What follows belongs to an exercise in optimizing a design on an open flow for a short achievable clock period and few clock cycles; a production flow would make more cautious choices. The RTL was checked by simulation tests, not by an equivalence proof against the original design. Power and IR drop assume default switching activity.

==> design/flow/design.v <==
package rv_pkg;
  localparam int xlen = 32;
  typedef logic [xlen-1:0] word_t;
  typedef logic [4:0]      reg_addr_t;
  typedef logic [3:0]      byte_en_t;
  typedef logic [2:0]      funct3_t;
  localparam logic [6:0] op_lui    = 7'b0110111;
  localparam logic [6:0] op_auipc  = 7'b0010111;
  localparam logic [6:0] op_jal    = 7'b1101111;
  localparam logic [6:0] op_jalr   = 7'b1100111;
  localparam logic [6:0] op_branch = 7'b1100011;
  localparam logic [6:0] op_load   = 7'b0000011;
  localparam logic [6:0] op_store  = 7'b0100011;
  localparam logic [6:0] op_imm    = 7'b0010011;
  localparam logic [6:0] op_reg    = 7'b0110011;
  localparam word_t ecall_word = 32'h00000073;
  localparam logic [1:0] res_alu  = 2'd0;
  localparam logic [1:0] res_load = 2'd1;
  localparam logic [1:0] res_link = 2'd2;
endpackage
`timescale 1ns/10ps
module rv_decoder (
  input  rv_pkg::word_t     insn,
  output rv_pkg::reg_addr_t rs1,
  output rv_pkg::reg_addr_t rs2,
  output rv_pkg::reg_addr_t rd,
  output rv_pkg::funct3_t   funct3,
  output logic              alt,        
  output logic              reg_we,     
  output logic              a_zero,     
  output logic              a_pc,       
  output logic              b_imm,      
  output rv_pkg::word_t     imm,        
  output rv_pkg::word_t     tgt_off,    
  output logic [1:0]        res_sel,
  output logic              is_alu_f3,  
  output logic              is_branch,
  output logic              is_jal,
  output logic              is_jalr,
  output logic              is_load,
  output logic              is_store,
  output logic              is_ecall
);
  logic [6:0] opcode;
  assign opcode = insn[6:0];
  assign rd     = insn[11:7];
  assign funct3 = insn[14:12];
  assign rs1    = insn[19:15];
  assign rs2    = insn[24:20];
  logic o_lui, o_auipc, o_jal, o_jalr, o_br, o_ld, o_st, o_imm, o_reg;
  assign o_lui   = opcode == rv_pkg::op_lui;
  assign o_auipc = opcode == rv_pkg::op_auipc;
  assign o_jal   = opcode == rv_pkg::op_jal;
  assign o_jalr  = opcode == rv_pkg::op_jalr;
  assign o_br    = opcode == rv_pkg::op_branch;
  assign o_ld    = opcode == rv_pkg::op_load;
  assign o_st    = opcode == rv_pkg::op_store;
  assign o_imm   = opcode == rv_pkg::op_imm;
  assign o_reg   = opcode == rv_pkg::op_reg;
  rv_pkg::word_t imm_i, imm_s, imm_b, imm_j, imm_u;
  assign imm_i = {{20{insn[31]}}, insn[31:20]};
  assign imm_s = {{20{insn[31]}}, insn[31:25], insn[11:7]};
  assign imm_b = {{19{insn[31]}}, insn[31], insn[7], insn[30:25], insn[11:8], 1'b0};
  assign imm_j = {{11{insn[31]}}, insn[31], insn[19:12], insn[20], insn[30:21], 1'b0};
  assign imm_u = {insn[31:12], 12'b0};
  always_comb begin
    if (o_lui || o_auipc) imm = imm_u;
    else if (o_st)        imm = imm_s;
    else                  imm = imm_i;
  end
  assign tgt_off = o_jal ? imm_j : imm_b;
  assign alt       = insn[30] && (o_reg || (o_imm && funct3 == 3'b101));
  assign reg_we    = o_lui || o_auipc || o_jal || o_jalr || o_ld || o_imm || o_reg;
  assign a_zero    = o_lui;
  assign a_pc      = o_auipc;
  assign b_imm     = !o_reg && !o_br;
  assign is_alu_f3 = o_imm || o_reg;
  assign res_sel   = o_ld ? rv_pkg::res_load :
                     (o_jal || o_jalr) ? rv_pkg::res_link : rv_pkg::res_alu;
  assign is_branch = o_br;
  assign is_jal    = o_jal;
  assign is_jalr   = o_jalr;
  assign is_load   = o_ld;
  assign is_store  = o_st;
  assign is_ecall  = insn == rv_pkg::ecall_word;
endmodule
`timescale 1ns/10ps
module rv_regfile (
  input  logic              clk,
  input  logic              rst,
  input  logic              we,
  input  rv_pkg::reg_addr_t rs1,
  input  rv_pkg::reg_addr_t rs2,
  input  rv_pkg::reg_addr_t rd,
  input  rv_pkg::word_t     rd_data,
  output rv_pkg::word_t     rs1_data,
  output rv_pkg::word_t     rs2_data
);
  localparam int num_regs = 32;
  rv_pkg::word_t regs [1:num_regs-1];
  always_ff @(posedge clk) begin
    if (rst) begin
      for (int i = 1; i < num_regs; i++) begin
        regs[i] <= '0;
      end
    end else if (we && rd != '0) begin
      regs[rd] <= rd_data;
    end
  end
  assign rs1_data = (rs1 == '0) ? '0 : regs[rs1];
  assign rs2_data = (rs2 == '0) ? '0 : regs[rs2];
endmodule
`timescale 1ns/10ps
module rv_alu (
  input  rv_pkg::word_t   a,
  input  rv_pkg::word_t   b,
  input  rv_pkg::funct3_t f3,
  input  logic            alt,
  output rv_pkg::word_t   result
);
  logic [4:0]    shamt;
  rv_pkg::word_t sra;
  assign shamt = b[4:0];
  assign sra = $signed(a) >>> shamt;
  always_comb begin
    case (f3)
      3'b000:  result = alt ? (a - b) : (a + b);
      3'b001:  result = a << shamt;
      3'b010:  result = {31'b0, $signed(a) < $signed(b)};
      3'b011:  result = {31'b0, a < b};
      3'b100:  result = a ^ b;
      3'b101:  result = alt ? sra : (a >> shamt);
      3'b110:  result = a | b;
      default: result = a & b;
    endcase
  end
endmodule
`timescale 1ns/10ps
module rv_next_pc (
  input  rv_pkg::funct3_t f3,
  input  rv_pkg::word_t   a,
  input  rv_pkg::word_t   b,
  output logic            take
);
  logic eq, lt, ltu;
  assign eq  = (a == b);
  assign lt  = ($signed(a) < $signed(b));
  assign ltu = (a < b);
  always_comb begin
    case (f3)
      3'b000:  take = eq;
      3'b001:  take = !eq;
      3'b100:  take = lt;
      3'b101:  take = !lt;
      3'b110:  take = ltu;
      3'b111:  take = !ltu;
      default: take = 1'b0;
    endcase
  end
endmodule
`timescale 1ns/10ps
module rv_lsu (
  input  logic             is_store,
  input  rv_pkg::funct3_t  f3,
  input  logic [1:0]       offset,
  input  rv_pkg::word_t    dmem_rdata,
  output rv_pkg::byte_en_t be,
  output rv_pkg::word_t    load_data
);
  always_comb begin
    be = '0;
    if (is_store) begin
      case (f3[1:0])
        2'b00:   be = rv_pkg::byte_en_t'(4'b0001 << offset);
        2'b01:   be = offset[1] ? 4'b1100 : 4'b0011;
        default: be = 4'b1111;
      endcase
    end
  end
  logic [7:0]  lb;
  logic [15:0] lh;
  always_comb begin
    case (offset)
      2'd0: lb = dmem_rdata[7:0];
      2'd1: lb = dmem_rdata[15:8];
      2'd2: lb = dmem_rdata[23:16];
      default: lb = dmem_rdata[31:24];
    endcase
    lh = offset[1] ? dmem_rdata[31:16] : dmem_rdata[15:0];
    case (f3)
      3'b000:  load_data = {{24{lb[7]}}, lb};
      3'b001:  load_data = {{16{lh[15]}}, lh};
      3'b100:  load_data = {24'b0, lb};
      3'b101:  load_data = {16'b0, lh};
      default: load_data = dmem_rdata;
    endcase
  end
endmodule
`timescale 1ns/10ps
module rv_core (
  input  logic             clk,
  input  logic             rst,
  input  rv_pkg::word_t    insn,
  input  rv_pkg::word_t    dmem_rdata,
  output rv_pkg::word_t    pc,
  output rv_pkg::word_t    dmem_addr,
  output rv_pkg::word_t    dmem_wdata,
  output rv_pkg::byte_en_t dmem_be,
  output logic             halt
);
  rv_pkg::reg_addr_t d_rs1, d_rs2, d_rd;
  rv_pkg::funct3_t   d_f3;
  logic              d_alt, d_we, d_a_zero, d_a_pc, d_b_imm, d_alu_f3;
  logic              d_br, d_jal, d_jalr, d_ld, d_st, d_ecall;
  rv_pkg::word_t     d_imm, d_tgt_off;
  logic [1:0]        d_res_sel;
  rv_decoder decoder0 (
    .insn(insn), .rs1(d_rs1), .rs2(d_rs2), .rd(d_rd), .funct3(d_f3), .alt(d_alt),
    .reg_we(d_we), .a_zero(d_a_zero), .a_pc(d_a_pc), .b_imm(d_b_imm), .imm(d_imm),
    .tgt_off(d_tgt_off), .res_sel(d_res_sel), .is_alu_f3(d_alu_f3), .is_branch(d_br),
    .is_jal(d_jal), .is_jalr(d_jalr), .is_load(d_ld), .is_store(d_st), .is_ecall(d_ecall)
  );
  rv_pkg::word_t     x_a, x_b, x_imm, x_sd, x_tgt, x_pc4;
  rv_pkg::reg_addr_t x_rd;
  rv_pkg::funct3_t   x_f3;
  logic              x_alt, x_we, x_br, x_jal, x_jalr, x_ld, x_st;
  logic [1:0]        x_res_sel;
  logic              halted;
  rv_pkg::word_t     x_result, rf_rs1, rf_rs2;
  rv_regfile regfile0 (
    .clk(clk), .rst(rst), .we(x_we), .rs1(d_rs1), .rs2(d_rs2), .rd(x_rd),
    .rd_data(x_result), .rs1_data(rf_rs1), .rs2_data(rf_rs2)
  );
  rv_pkg::word_t d_rs1_val, d_rs2_val;
  assign d_rs1_val = (x_we && x_rd == d_rs1 && d_rs1 != '0) ? x_result : rf_rs1;
  assign d_rs2_val = (x_we && x_rd == d_rs2 && d_rs2 != '0) ? x_result : rf_rs2;
  rv_pkg::word_t alu_res, addr_sum, load_data, next_pc;
  logic          take;
  rv_alu alu0 (.a(x_a), .b(x_b), .f3(x_f3), .alt(x_alt), .result(alu_res));
  assign addr_sum = x_a + x_imm;
  rv_next_pc cmp0 (.f3(x_f3), .a(x_a), .b(x_b), .take(take));
  rv_lsu lsu0 (
    .is_store(x_st && !rst), .f3(x_f3), .offset(addr_sum[1:0]), .dmem_rdata(dmem_rdata),
    .be(dmem_be), .load_data(load_data)
  );
  always_comb begin
    case (x_res_sel)
      rv_pkg::res_load: x_result = load_data;
      rv_pkg::res_link: x_result = x_pc4;
      default:          x_result = alu_res;
    endcase
  end
  always_comb begin
    if (x_jalr)                         next_pc = {addr_sum[31:1], 1'b0};
    else if (x_jal || (x_br && take))   next_pc = x_tgt;
    else                                next_pc = x_pc4;
  end
  assign pc         = next_pc;
  assign dmem_addr  = {addr_sum[31:2], 2'b00};
  assign dmem_wdata = x_sd;
  assign halt       = halted;
  logic d_go;
  assign d_go = !halted && !d_ecall;
  always_ff @(posedge clk) begin
    if (rst) begin
      x_we      <= 1'b0;
      x_br      <= 1'b0;
      x_jal     <= 1'b0;
      x_jalr    <= 1'b0;
      x_ld      <= 1'b0;
      x_st      <= 1'b0;
      x_res_sel <= rv_pkg::res_alu;
      x_pc4     <= '0;
      halted    <= 1'b0;
    end else begin
      x_we      <= d_go && d_we && d_rd != '0;
      x_br      <= d_go && d_br;
      x_jal     <= d_go && d_jal;
      x_jalr    <= d_go && d_jalr;
      x_ld      <= d_go && d_ld;
      x_st      <= d_go && d_st;
      x_res_sel <= d_res_sel;
      x_pc4     <= halted ? x_pc4 : next_pc + 32'd4;
      halted    <= halted || d_ecall;
    end
  end
  always_ff @(posedge clk) begin
    x_rd  <= d_rd;
    x_f3  <= d_alu_f3 || d_br || d_ld || d_st ? d_f3 : 3'b000;
    x_alt <= d_alt;
    x_a   <= d_a_zero ? '0 : d_a_pc ? next_pc : d_rs1_val;
    x_b   <= d_b_imm ? d_imm : d_rs2_val;
    x_imm <= d_imm;
    x_tgt <= next_pc + d_tgt_off;
    case (d_f3[1:0])
      2'b00:   x_sd <= {4{d_rs2_val[7:0]}};
      2'b01:   x_sd <= {2{d_rs2_val[15:0]}};
      default: x_sd <= d_rs2_val;
    endcase
  end
endmodule
==> design/flow/run.sh <==
#!/bin/bash
# synth_recipe.tcl (not shown) runs the flow's synth.tcl, then flattens the netlist and writes it again
# the make line also repeats each setting of config.mk as NAME=value (left out here)
make -C /OpenROAD-flow-scripts/flow DESIGN_CONFIG=/design/flow/config.mk WORK_HOME=/design/flow/orfs CLKGATE_MAP_FILE= SYNTH_SCRIPT=/design/flow/synth_recipe.tcl finish
==> design/flow/config.mk <==
export PLATFORM = sky130hd
export DESIGN_NAME = rv_core
export DESIGN_NICKNAME = rv_core
export VERILOG_FILES = /design/flow/design.v
export SDC_FILE = /design/flow/constraint.sdc
export NUM_CORES = 4
export LEC_CHECK = 0
export CAP_MARGIN = 20
export CORE_MARGIN = 2
export CORE_UTILIZATION = 40
export SLEW_MARGIN = 20
==> design/flow/constraint.sdc <==
create_clock -name core_clock -period 13.0 [get_ports {clk}]
set_input_delay 2.6000 -clock core_clock [delete_from_list [all_inputs] [get_ports {clk}]]
set_output_delay 2.6000 -clock core_clock [all_outputs]
set_load 0.01 [all_outputs]
==> run notes <==
* DRC viols at 0
* Worst Setup End Kind: output pin
* Seq/Total Area, Yosys at 47.83%
* Vias in the first global route at 54490
* Mux cell area share after synthesis at 23.54%
* Logic pwr share at 25.9%
* GRT overflow at 0
* CP top delay family: buffers and inverters
* Layout Nets at 6297
* Clock power frac at 34.5%
* Clk sinks at 1233
* CTS root buffer: clkbuf_16
* GRT Overall Usage at 31.43%
* First-pass GRT wire length at 414.1 mm
* Normalized max-slew margin at 17.25%
* H-tree depth at 4
* Port Buffer Count at 164
* Cell Area, Placed at 77530 sq um
* Top cells by count, synth: 1357 x nor2_1, 1024 x edfxtp_1, 684 x mux4_2
* Count leader, synth: nor2_1
* Crit share post-route at 69.76%
* Compound-Gate Fraction of Synth Area at 8.902%
* Worst path bufs/invs at 5
* Vias at 56160
* Hold Crit Class: reg -> reg
* Worst-margin pin slew at 1.230 ns
* Type of the worst setup path: reg -> out
* Int Pwr at 7.730 mW
* Largest net degree at the start of global routing at 112
* Peak VDD IR at 0.0001216 V
* Area share of the largest cell type after synthesis at 42.10%
* Wire per inst at 34.71 um
* Final hold vios at 0
* Crit path cell chain: buf_4 > clkinv_1 > ha_1 > or4_4 > nand4b_1 > mux2i_1 > or2_2 > o41ai_4 > buf_4 > mux2_1 > mux2i_1 > inv_1 > clkdlybuf4s50_1
* Antenna violations before repair at 17
* Gpl congestion at 1.008
* Worst-Skew Late Latency at 0.81 ns
* Largest area contributor in the netlist: edfxtp_1
* DRT antenna net count at 0
* Cell count after synthesis at 6085
* Largest family of logic cells by synthesized area: multiplexers
* Max-cap violations at 0
* DP HPWL at 199.9 mm
* Die W at 431.3 um
* Number of buffers created by CTS at 141
* Syn-to-layout area delta at 12.47%
* Reg power frac at 39.6%
* Setup TNS at 0 ns
* Prevailing post-synth register cell: edfxtp_1
* Post-synthesis xor/xnor area fraction at 1.343%
* Post-CTS setup buffer count at 0
* Worst-path clk slew at 0.06 ns
* Switching Share at 33.72%
* Asr flop ratio synth at 0%
* Synthesis Warnings at 6
* Final slew viol count at 0
* Crit path DAT at 6.47 ns
* Pleak at 30.73 nW
* Unrepaired setup endpoints after global routing: no
* Final WL at 297.0 mm
* Avg Inst Size Synth at 12.00 sq um
* Ratio of cells with drive above 1 in the final layout at 20.56%
* Synth area leaders: edfxtp_1 42%, mux4_2 21%, nor2_1 7.0%
* Count of cell types in the netlist at 105
* Post-cts sizing count at 0
* Post-synth EDFFs at 1024
* Status: timing/DRC/antenna clean
* Synth Area in Simple Gates at 11.62%
* Crit-path slowest cell: clkinv_1
* Power density over the cells at 142.0 nW/um^2
* Setup Viol. Count Final at 0
* Initial Util at 40.32%
* CP peak stage delay at 0.70 ns
* Cts hold-fix bufs at 0
* CTS tree: built
* Crit Path Max Fanout at 51
* Vert. Die Dim at 431.3 um
* Crit path required time at 10.40 ns
* Design area at 82150 sq um
* Row Count at 156
* Iter 0 DRT Violations at 8110
* Drt pass-1 iters at 10
* Die area at 186000 sq um
* DR vias/cell at 6.563
* Clock Skews at 0.06277 ns
* CTS max path bufs at 3
* Post-Syn Area at 73040 sq um
* Core footprint at 181100 sq um
* Net Switching at 3.932 mW
* Fmax at 110.3 MHz
* Min Tclk post-route at 9.069 ns
* Post-Synth Adder-Cell Area at 2.868%
* CP Launch Type: register
* Top-level port count at 167
* Post-synthesis register bit count at 1233
## path summary, 6_finish.rpt
path              from   endpoint  slack, ns  depth (start not counted)
max             x_b[4]     pc[20]       3.93                         13
min          x_pc4[20]  x_pc4[20]       0.52                          2
max reg2reg     x_b[4]  x_tgt[31]       4.21                         26
min reg2reg  x_pc4[20]  x_pc4[20]       0.52                          2
## layout by cell type, fill, tap and decap left out, drive strengths merged, types with 21 or more instances in the layout
cell type and n:
nor2 1357, edfxtp 1024, mux4 684, a21oi 290, nand2 263, buf 210, dfxtp 209, o21ai 202
inv 188, clkbuf 182, ha 161, clkdlybuf4s50 153, mux2i 144, xnor2 82, a21o 79, nor3 77
nand2b 56, clkinv 55, o221ai 50, nand3 48, a211oi 46, a31oi 37, conb 34, mux2 31
xor2 30, and3 30, nor2b 28, o22a 27, o31ai 27, o21a 24, o21bai 22, and2 22
nor4 21
## stage by stage
| stage | hold slack (ns) | total power [mW] | setup WS [ns] | util [%] | cells |
|---|---|---|---|---|---|
| floorplan | 0.4678 | 6.343 | 5.591 | - | 6118 |
| global placement | 0.4985 | 7.593 | 4.297 | 42.80 | 8291 |
| detailed placement | 0.5075 | 7.610 | 4.243 | 42.80 | 8292 |
| CTS | 0.5153 | 11.58 | 3.952 | 45.32 | 8545 |
| global route | 0.5420 | 11.95 | 3.556 | 45.34 | 8547 |
| finish | 0.5181 | 11.66 | 3.931 | 45.35 | 8556 |
## state kept, by name, summed over array words and instances (netlist names)
name and cells:
x_b 32, x_jalr 1, x_br 1, regfile0.regs 1024
x_tgt 32, x_imm 32, x_res_sel 2, x_rd 5
x_alt 1, x_f3 3, x_we 1, x_jal 1
x_st 1, x_sd 32, x_pc4 32, x_a 32
halted 1
## power by group through the flow
stage | Sequential [mW] | Combinational, mW | Clock, mW
floorplan | 4.64 | 1.70 | 0
global route | 4.63 | 3.12 | 4.19
detailed placement | 4.69 | 2.92 | 0
global placement | 4.68 | 2.91 | 0
CTS | 4.61 | 2.93 | 4.05
finish | 4.62 | 3.02 | 4.02
## per-layer routing
layer	global-route usage [%]	vias to the layer above	routed length (um)	share of wire [%]
li1	-	22870	-	-
met1	39.78	28700	107900	36
met2	49.63	3743	137200	46
met3	7.077	821	31750	11
met4	18.27	18	20070	6.8
met5	0	-	113	0.038
## cell type report
class                      count  area [sq um]
inverter                     185         694.4
clock buffer                 182          3782
sequential                  1233         34940
antenna                       10         25.02
fill                       16450         98980
timing repair buffer         363          3171
tap                         2370          2965
multi-input combinational   4142         35790
clock inverter                71         775.7
## logic make-up (layout without fill, tap and decap cells)
logic type,after synthesis,in the layout
and+or+nand+nor,1989,1989
DFF,1233,1233
AOI/OAI and AO/OA,983,983
muxes,859,859
buffers and inverters,743,801
adders and majority gates,165,165
xor gates and xnor gates,112,112
other,1,44
## tightest hold or removal path: cells and delay by family, from the launching register on
kind	cells	cell delay [ns]
AO/OA/AOI/OAI	1	0.05
flip-flops	1	0.33
AND/OR/NAND/NOR	1	0.09
Testbench counts, summed over its fixed seeds: cycles 90,095.

## what the ideal ports hide
No port has a modelled driver above. Below, the same layout with a new extraction and two added sets of constraints.
Step 1 assumes that a clkbuf_16 drives the clock port and a buf_2 every other input.
Step 2 moves the port delays by t, midway between the first and last clock arrival at a register: inputs arrive t later, outputs are due t later. That takes back most of the time a late clock gives input paths.
Three values: ideal, step 1, step 2; two values: the first two.
shift t [ns]: 0.864
setup WS [ns]: 3.931 / 3.850 / 4.214
worst setup path at the end: register to register
latest minus earliest clock arrival (ns): 0.063 / 0.062
After both steps setup and hold are still met in this run. The setup slack of this run moves by -0.081 ns with the drivers and by +0.283 ns with both steps.
